This design comes from an exercise in tuning for small area on the open sky130 flow, not from production work. The RTL was checked by simulation tests, not by an equivalence proof against the original design. Power is estimated from default activity; no workload was simulated.

### config.mk
export PLATFORM = sky130hd
export DESIGN_NAME = wb_regfile
export DESIGN_NICKNAME = wb_regfile
export VERILOG_FILES = /design/flow/design.v
export SDC_FILE = /design/flow/constraint.sdc
export NUM_CORES = 4
export LEC_CHECK = 0
export CAP_MARGIN = 20
export CORE_MARGIN = 2
export CORE_UTILIZATION = 40
export SLEW_MARGIN = 20
### constraint.sdc
create_clock -name core_clock -period 10.0 [get_ports {clk}]
set_input_delay 2.0000 -clock core_clock [delete_from_list [all_inputs] [get_ports {clk}]]
set_output_delay 2.0000 -clock core_clock [all_outputs]
set_load 0.01 [all_outputs]
### design.v
package wb_regfile_pkg;
  localparam int DATA_W = 32;
  localparam int ADDR_W = 5;
  localparam int NUM_REGS = 1 << ADDR_W;
  typedef logic [DATA_W-1:0] word_t;
  typedef logic [ADDR_W-1:0] addr_t;
  localparam word_t ZERO_WORD = '0;
  localparam addr_t REG_ZERO = '0;
endpackage
module wb_llbit_reg (
  input  logic clk,
  input  logic rst,
  input  logic flush_i,
  input  logic we_i,
  input  logic value_i,
  output logic llbit_o
);
  logic llbit_q, llbit_d;
  always_comb llbit_d = (rst || flush_i) ? 1'b0 : we_i ? value_i : llbit_q;
  always_ff @(posedge clk) llbit_q <= llbit_d;
  assign llbit_o = llbit_d;
endmodule
module wb_regfile (
  input  logic              clk,
  input  logic              rst,
  input  logic              wb_we,
  input  logic [wb_regfile_pkg::ADDR_W-1:0] wb_waddr,
  input  logic [wb_regfile_pkg::DATA_W-1:0] wb_wdata,
  input  logic              wb_whilo,
  input  logic [wb_regfile_pkg::DATA_W-1:0] wb_hi,
  input  logic [wb_regfile_pkg::DATA_W-1:0] wb_lo,
  input  logic              wb_LLbit_we,
  input  logic              wb_LLbit_value,
  input  logic              flush,
  input  logic              re1,
  input  logic              re2,
  input  logic [wb_regfile_pkg::ADDR_W-1:0] raddr1,
  input  logic [wb_regfile_pkg::ADDR_W-1:0] raddr2,
  output logic [wb_regfile_pkg::DATA_W-1:0] rdata1,
  output logic [wb_regfile_pkg::DATA_W-1:0] rdata2,
  output logic [wb_regfile_pkg::DATA_W-1:0] hi_o,
  output logic [wb_regfile_pkg::DATA_W-1:0] lo_o,
  output logic              LLbit_o
);
  wb_regfile_pkg::word_t regs_q [wb_regfile_pkg::NUM_REGS];
  wb_regfile_pkg::word_t hi_q, lo_q;
  logic  re [2];
  wb_regfile_pkg::addr_t raddr [2];
  wb_regfile_pkg::word_t rdata [2];
  always_ff @(posedge clk)
    if (rst) begin
      for (int i = 0; i < wb_regfile_pkg::NUM_REGS; i++) regs_q[i] <= wb_regfile_pkg::ZERO_WORD;
      hi_q <= wb_regfile_pkg::ZERO_WORD;
      lo_q <= wb_regfile_pkg::ZERO_WORD;
    end else begin
      if (wb_we && wb_waddr != wb_regfile_pkg::REG_ZERO) regs_q[wb_waddr] <= wb_wdata;
      if (wb_whilo) begin
        hi_q <= wb_hi;
        lo_q <= wb_lo;
      end
    end
  assign re[0] = re1;
  assign re[1] = re2;
  assign raddr[0] = raddr1;
  assign raddr[1] = raddr2;
  for (genvar k = 0; k < 2; k++) begin : g_rd
    assign rdata[k] = (rst || !re[k] || raddr[k] == wb_regfile_pkg::REG_ZERO) ? wb_regfile_pkg::ZERO_WORD :
                      (wb_we && raddr[k] == wb_waddr) ? wb_wdata : regs_q[raddr[k]];
  end
  assign rdata1 = rdata[0];
  assign rdata2 = rdata[1];
  assign hi_o = hi_q;
  assign lo_o = lo_q;
  wb_llbit_reg u_llbit (
    .clk     (clk),
    .rst     (rst),
    .flush_i (flush),
    .we_i    (wb_LLbit_we),
    .value_i (wb_LLbit_value),
    .llbit_o (LLbit_o)
  );
endmodule
### run.sh
#!/bin/bash
# synth_recipe.tcl (not shown) runs the flow's synth.tcl, then flattens the netlist and writes it again
# the make line also repeats each setting of config.mk as NAME=value (left out here)
make -C /OpenROAD-flow-scripts/flow DESIGN_CONFIG=/design/flow/config.mk WORK_HOME=/design/flow/orfs CLKGATE_MAP_FILE= SYNTH_SCRIPT=/design/flow/synth_recipe.tcl finish
==> flow_summary.json <==
{
  "cts_root_buffer": "clkbuf_16",
  "cp.arrival_ps": 6490,
  "worst_setup_path_start_kind": "input pin",
  "final_cell_mix": "edfxtp_1 (1024), and2_1 (994), mux2i_1 (426), mux4_2 (347), clkdlybuf4s50_1 (230)",
  "dp_hpwl_mm": 130,
  "place_congestion": 0.929,
  "clock_sinks": 1089,
  "grt_usage_pct": 28.5,
  "die_h_um": 383,
  "grt-ovfl-total": 0,
  "syn_inst": 4092,
  "port_buffers": 248,
  "ios": 249,
  "p_seq_share_pct": 48.3,
  "hold_buffers": 0,
  "core.rowCount": 139,
  "die_w_um": 383,
  "final_common_cell": "edfxtp_1",
  "p_comb_share_pct": 12.9,
  "vias_per_cell": 6.22,
  "min_period_over_period_pct": 84.9,
  "firstDrtPassIters": 5,
  "wl_mm": 213,
  "min_path_type": "reg -> reg",
  "ir_drop_v": 0.000146,
  "first_global_vias": 38200,
  "path_class": "in -> out",
  "syn_area_sq_um": 57500,
  "p_int_uw": 8230,
  "rr_worst_depth": 2,
  "synth.largest_area_cell": "edfxtp_1",
  "end_kind": "output pin",
  "coreArea_sq_um": 143000,
  "drc": 0,
  "dp.cells": 5994,
  "fin_cells": 6219,
  "ys_ff_latch": 1089,
  "post-route-min-period_ps": 8490,
  "initial_utilization_pct": 40.2,
  "syn_to_final_growth_pct": 14.2,
  "clk_path_buf_depth": 3,
  "ys_async_sr_fraction_pct": 0,
  "die_area_sq_um": 147000,
  "drv_cap": 0,
  "setup_viol": 0,
  "finalSetupTns_ps": 0,
  "fin_skew_ps": 0,
  "grt_max_degree": 85,
  "dr.first_iter.drc_count": 5396,
  "slew_violations": 0,
  "required_ps": 8000,
  "fin_util_pct": 45.9,
  "leakage_uw": 0.0232,
  "ys_warn_count": 5,
  "slew_headroom_pct": 21.9,
  "clkPwrFrac_pct": 38.8,
  "num_vias": 38700,
  "synth_cell_types": 42,
  "numCtsBuffers": 119,
  "drive_gt1_share_pct": 18.2,
  "postCtsSetupBuffers": 0,
  "rsz0062_at_grt": "false",
  "cts_tree": "built",
  "hold_depth": 2,
  "final_antenna_net_count": 0,
  "switching_share_pct": 25.8,
  "critPathMaxFanout": 30,
  "yosys-top-cells-area": "edfxtp_1 (53%), mux4_2 (14%), and2_1 (11%)",
  "status": "complete, no violations",
  "wl_per_cell_um": 34.2,
  "fin_nets": 4332,
  "clk_pin_slew_ps": 60,
  "insertion_delay_ps": 730,
  "ys_seq_area_share_pct": 55.7,
  "rrSetupSlack_ps": 9300,
  "tightest_slew_ps": 1170,
  "r2r-start": "hi_q[4]",
  "p_sw_uw": 2870,
  "max_freq_ghz": 0.118,
  "grt_pass1_wl_mm": 295,
  "yosys_most_used_dff": "edfxtp_1",
  "powerDensity_nw_per_um2": 169,
  "cts.htree.levels": 3,
  "rr_endpoint": "hi_q[4]",
  "pre_cts_ws_ps": 1730,
  "finalHoldViolations": 0,
  "syn_avg_cell_area_sq_um": 14.1,
  "finalWorstSetupSlack_ps": 1510,
  "holdPathEnd": "hi_q[7]",
  "antenna_found_initial": 13,
  "worstHoldStart": "hi_q[7]",
  "netlist.area_leader.share_pct": 53.5,
  "synth_edf_count": 1024,
  "ctsResizeCount": 0
}
-- power groups by stage --
stage | sequential, uW | clock [uW] | combinational [uW]
after global placement | 5440 | 0 | 1400
final | 5370 | 4310 | 1430
after detailed placement | 5450 | 0 | 1400
after floorplan | 5410 | 0 | 797
after global routing | 5390 | 4520 | 1470
after CTS | 5360 | 4350 | 1400
-- cells in the mapped netlist, types with 16 or more instances --
master and number:
buf_2 85, buf_4 30, a32o_1 35, nand2b_1 35, a22oi_1 143, nor2_1 138, o22ai_1 41, a211oi_1 20
edfxtp_1 1024, a22o_1 27, clkbuf_1 292, and2_1 996, mux2i_1 426, nand3_1 25, a21oi_1 71, or2_2 34
mux2_2 16, dfxtp_1 65, o211ai_1 19, o221ai_1 42, nor2b_1 20, mux4_2 347, nand2_1 42
-- routing by layer --
metal / wire (um) / track usage, %
met5: 32 / 0
met4: 10600 / 12.4
met3: 24500 / 8.11
met2: 95700 / 43.7
met1: 81800 / 37.7
-- through the flow --
step	hold WS [ps]	instance area (sq um)	total power, uW
5_1_grt	519	65700	11400
2_1_floorplan	531	57600	6210
6_report	497	65700	11100
3_3_place_gp	471	62000	6840
4_1_cts	498	65700	11100
3_5_place_dp	484	62000	6850
-- kinds of logic after synthesis --
group | after synthesis | share of synthesized area [%]
xor+xnor | 10 | 0.152
other cells | 1 | 0.00652
compound gates | 448 | 5.88
flops | 1089 | 55.7
mux | 789 | 21.3
buf+inv | 435 | 3.38
simple gates | 1320 | 13.5
-- registers in the layout, summed over array words and instances, names as in the netlist --
signal / flops
regs_q: 1024
u_llbit.llbit_q: 1
lo_q: 32
hi_q: 32
-- area by class of cell --
type	instances	area (sq um)
sequential	1089	32100
multi-input combinational	2599	23800
inverter	1	3.75
tap	1903	2380
clock inverter	73	546
fill	12500	77400
clock buffer	150	3180
antenna	2	5.00
timing repair buffer	402	3710
-- worst max-delay path, cell delays in order --
cell and delay, ps:
buf_4 480, buf_4 520, or3_2 740, buf_4 450, o22ai_1 120, a2111oi_1 890
a21oi_1 430, a22o_1 290, clkdlybuf4s50_1 480
-- worst max-delay path by stage --
stage,from,endpoint,slack [ps]
after floorplan,raddr1[0],rdata1[13],4220
after global placement,raddr2[2],rdata2[29],1750
after detailed placement,raddr2[2],rdata2[29],1730
after CTS,raddr2[2],rdata2[29],1710
after global routing,raddr2[2],rdata2[29],1610
final,raddr2[2],rdata2[29],1510

-- port drivers added, routing unchanged --
No port has a modelled driver above. Below, the same layout with a new extraction and two added sets of constraints.
Step 1 sets driving cells, clkbuf_16 on the clock port and buf_2 on the other inputs (assumed; they add their load-dependent delay and slew).
Step 2 moves the port delays by t, midway between the first and last clock arrival at a register: inputs arrive t later, outputs are due t later. That takes back most of the time a late clock gives input paths.
Slacks: ideal / step 1 / step 2; pairs: ideal / step 1.
t, ns: 0.805
setup WS [ns]: 1.506 / 1.473 / 1.473
hold WS [ns]: 0.497 / 0.497 / 0.497
worst setup path at the end: input to output
worst register clock-pin slew, ns: 0.07 / 0.07
After both steps this run still meets setup and hold. The setup slack of this run moves by -0.033 ns with the drivers and by -0.033 ns with both steps.
